Source: an optimization exercise on an open RTL-to-GDS flow (aim: small area). Production flows keep margins and buffers that such runs may drop. Only simulation tests tie the RTL to the original design; equivalence was not proved. Power and IR drop assume default switching activity.

==> inputs of run a <==
==> flow/design.v <==
module dp_register_file #(
   parameter int unsigned WIDTH   = 32,
   parameter int unsigned FORWARD = 0
) (
   input  logic             clk,
   input  logic             rst,
   input  logic [4:0]       ReadReg1,
   input  logic [4:0]       ReadReg2,
   input  logic [4:0]       WriteReg,
   input  logic [WIDTH-1:0] WriteData,
   input  logic             RegWrite,
   input  logic [4:0]       DebugReg,
   output logic [WIDTH-1:0] ReadData1,
   output logic [WIDTH-1:0] ReadData2,
   output logic [WIDTH-1:0] DebugData
);
   localparam int unsigned NREGS = 32;
   logic [NREGS-1:1][WIDTH-1:0] regs_q;
   logic [NREGS-1:1]            valid_q;
   logic [NREGS-1:1]            wen;
   logic [NREGS-1:1]            sel1, sel2, seld;
   always_comb begin
      for (int i = 1; i < int'(NREGS); i++) begin
         wen[i]  = RegWrite && (WriteReg == 5'(i));
         sel1[i] = valid_q[i] && (ReadReg1 == 5'(i));
         sel2[i] = valid_q[i] && (ReadReg2 == 5'(i));
         seld[i] = valid_q[i] && (DebugReg == 5'(i));
      end
   end
   always_ff @(posedge clk or posedge rst) begin
      if (rst) begin
         valid_q <= '0;
      end else begin
         valid_q <= valid_q | wen;
      end
   end
   always_ff @(posedge clk) begin
      for (int i = 1; i < int'(NREGS); i++) begin
         if (wen[i]) regs_q[i] <= WriteData;
      end
   end
   rf_read_port #(.WIDTH(WIDTH)) u_rd1 (.sel(sel1), .regs(regs_q), .data(ReadData1));
   rf_read_port #(.WIDTH(WIDTH)) u_rd2 (.sel(sel2), .regs(regs_q), .data(ReadData2));
   rf_read_port #(.WIDTH(WIDTH)) u_rdd (.sel(seld), .regs(regs_q), .data(DebugData));
endmodule
module rf_read_port #(
   parameter int unsigned WIDTH = 32
) (
   input  logic [31:1]            sel,
   input  logic [31:1][WIDTH-1:0] regs,
   output logic [WIDTH-1:0]       data
);
   for (genvar b = 0; b < int'(WIDTH); b++) begin : g_bit
      logic [10:0] n;
      for (genvar g = 0; g < 10; g++) begin : g_grp
         rf_aoi222 u_aoi (
            .a1(sel[3*g+1]), .a2(regs[3*g+1][b]),
            .b1(sel[3*g+2]), .b2(regs[3*g+2][b]),
            .c1(sel[3*g+3]), .c2(regs[3*g+3][b]),
            .y(n[g]));
      end
      assign n[10] = ~(sel[31] & regs[31][b]);
      assign data[b] = ~&n;
   end
endmodule
module rf_aoi222 (
   input  logic a1, a2, b1, b2, c1, c2,
   output logic y
);
   assign y = ~((a1 & a2) | (b1 & b2) | (c1 & c2));
endmodule
==> flow/run.sh <==
#!/bin/bash
# synth_recipe.tcl (not shown) runs the flow's synth.tcl, then flattens the netlist and writes it again
# the make line also repeats each setting of config.mk as NAME=value (left out here)
make -C /OpenROAD-flow-scripts/flow DESIGN_CONFIG=/design/flow/config.mk WORK_HOME=/design/flow/orfs CLKGATE_MAP_FILE= SYNTH_SCRIPT=/design/flow/synth_recipe.tcl finish
==> flow/config.mk <==
export PLATFORM = sky130hd
export DESIGN_NAME = dp_register_file
export DESIGN_NICKNAME = dp_register_file
export VERILOG_FILES = /design/flow/design.v
export SDC_FILE = /design/flow/constraint.sdc
export NUM_CORES = 4
export LEC_CHECK = 0
export CAP_MARGIN = 20
export CORE_MARGIN = 2
export CORE_UTILIZATION = 30
export PLACE_DENSITY = 0.45
export SETUP_SLACK_MARGIN = 0.3
export SLEW_MARGIN = 20
export SYNTH_HIERARCHICAL = 1
export SYNTH_MINIMUM_KEEP_SIZE = 0
==> flow/constraint.sdc <==
create_clock -name core_clock -period 8.0 [get_ports {clk}]
set_input_delay 1.6000 -clock core_clock [delete_from_list [all_inputs] [get_ports {clk}]]
set_output_delay 1.6000 -clock core_clock [all_outputs]
set_load 0.01 [all_outputs]
==> inputs of run b, as changes to run a <==
--- a/flow/design.v
+++ b/flow/design.v
@@ -36,6 +36,13 @@
    end
+   logic [NREGS-1:1][WIDTH-1:0] regs_d;
+   for (genvar i = 1; i < int'(NREGS); i++) begin : g_wr
+      logic hold;
+      assign hold = ~wen[i];
+      for (genvar b = 0; b < int'(WIDTH); b++) begin : g_bit
+         rf_ao22 u_ao (.a1(wen[i]), .a2(WriteData[b]), .b1(hold), .b2(regs_q[i][b]),
+                       .y(regs_d[i][b]));
+      end
+   end
    always_ff @(posedge clk) begin
-      for (int i = 1; i < int'(NREGS); i++) begin
-         if (wen[i]) regs_q[i] <= WriteData;
-      end
+      regs_q <= regs_d;
    end
@@ -71 +78,7 @@
 endmodule
+module rf_ao22 (
+   input  logic a1, a2, b1, b2,
+   output logic y
+);
+   assign y = (a1 & a2) | (b1 & b2);
+endmodule
==> flow/flow/run.sh (new file) <==
#!/bin/bash
# Layout flow: the standard flow (standard.sh, unchanged synthesis) with two
# changes: the port buffers are buf_1 cells, and clock tree synthesis inserts no
# dummy loads and clusters up to 25 flip-flops per leaf buffer.
# make's full output goes to flow_make.log; each ORFS step also keeps its own
# log under orfs/logs/.
set -euo pipefail
cd "$(dirname "${BASH_SOURCE[0]}")/.."
bash standard.sh \
  "BUFFER_PORTS_ARGS=-buffer_cell sky130_fd_sc_hd__buf_1" \
  "CTS_ARGS=-sink_clustering_enable -repair_clock_nets -dont_use_dummy_load -sink_clustering_size 25 -sink_clustering_max_diameter 70" \
  finish > flow_make.log 2>&1
==> flow/standard.sh (new file) <==
#!/bin/bash
# synth_recipe.tcl (not shown) runs the flow's synth.tcl, then flattens the netlist and writes it again
# the make line also repeats each setting of config.mk as NAME=value (left out here)
make -C /OpenROAD-flow-scripts/flow DESIGN_CONFIG=/design/flow/config.mk WORK_HOME=/design/flow/orfs CLKGATE_MAP_FILE= SYNTH_SCRIPT=/design/flow/synth_recipe.tcl "${@:-finish}"
Settings changed: CORE_UTILIZATION 30 to 35, PLACE_DENSITY 0.45 to 0.5, SETUP_SLACK_MARGIN 0.3 to 0.0.
removed: flow/run.sh
==> qor summary <==
| quantity | run b | run a |
|---|---|---|
| Status | complete, no violations | complete, no violations |
| Flip-flop cell with the highest count after synthesis | dfxtp_1 | edfxtp_1 |
| Part of the total power dissipated in combinational logic | 14.8% | 8.8% |
| Total number of multi-input combinational cells | 2593 | 1558 |
| Detailed-placement wirelength estimate | 157 mm | 148 mm |
| Largest fanout on the critical path | 32 | 21 |
| Crit path buffers/inverters | 2 | 3 |
| Count of antenna diodes in the layout | 10 | 4 |
| Signal buf overhead | 3.49% | 5.56% |
| IR drop worst, VDD | 0.198 mV | 0.172 mV |
| Met2 wire len | 108 mm | 107 mm |
| Master of the slowest instance on the critical path | and3_2 | nor3b_1 |
| Tot GR Track Use | 41.3% | 31.8% |
| Initial standard-cell utilization of the core | 35.2% | 30.1% |
| Most Frequent Cell on Critical Path | buf_1 | clkdlybuf4s50_1 |
| Worst setup endpoint | ReadData2[14] | ReadData1[29] |
| Net count after synthesis | 3705 | 2664 |
| Shortest period the worst path allows | 6500 ps | 7130 ps |
| Number of different library cells in the post-synthesis netlist | 34 | 27 |
| Inserted tap cell count | 1637 | 1930 |
| Net Sw Power | 4.03 mW | 3.03 mW |
| Non-filler instance count after layout | 5641 | 5036 |
| Number of buffers created by CTS | 77 | 111 |
| Area of placed instances | 47400 um2 | 50000 um2 |
| Sw Ratio | 31.6% | 24.7% |
| Design area | 49300 um2 | 53500 um2 |
| Met2 capacity usage during global routing | 57.2% | 47.9% |

[what the ideal ports hide]
The flow's constraints put no driver on any port. The routed layouts listed below were extracted and timed again, unchanged, in two steps. Step 1, drivers: a clkbuf_16 drives clk and a buf_2 each remaining input, both assumed. Step 2, shift: input delay + t, output delay - t, t = (earliest + latest rising clock arrival at the registers) / 2. This alone moves slack from input paths to output paths. a / b / c = ideal / step 1 / step 2; a / b = the first two.
run | shift t [ns] | slack for setup (ns) | worst slew at a driven data input, ns
run a | 0.814 | 0.873 / 0.852 / 0.852 | 0.15
run b | 0.766 | 1.498 / 1.470 / 1.470 | 0.18
After both steps every run listed still meets setup and hold. The setup slack of run b, which loses most, moves by -0.028 ns with the drivers and by -0.028 ns with both steps.
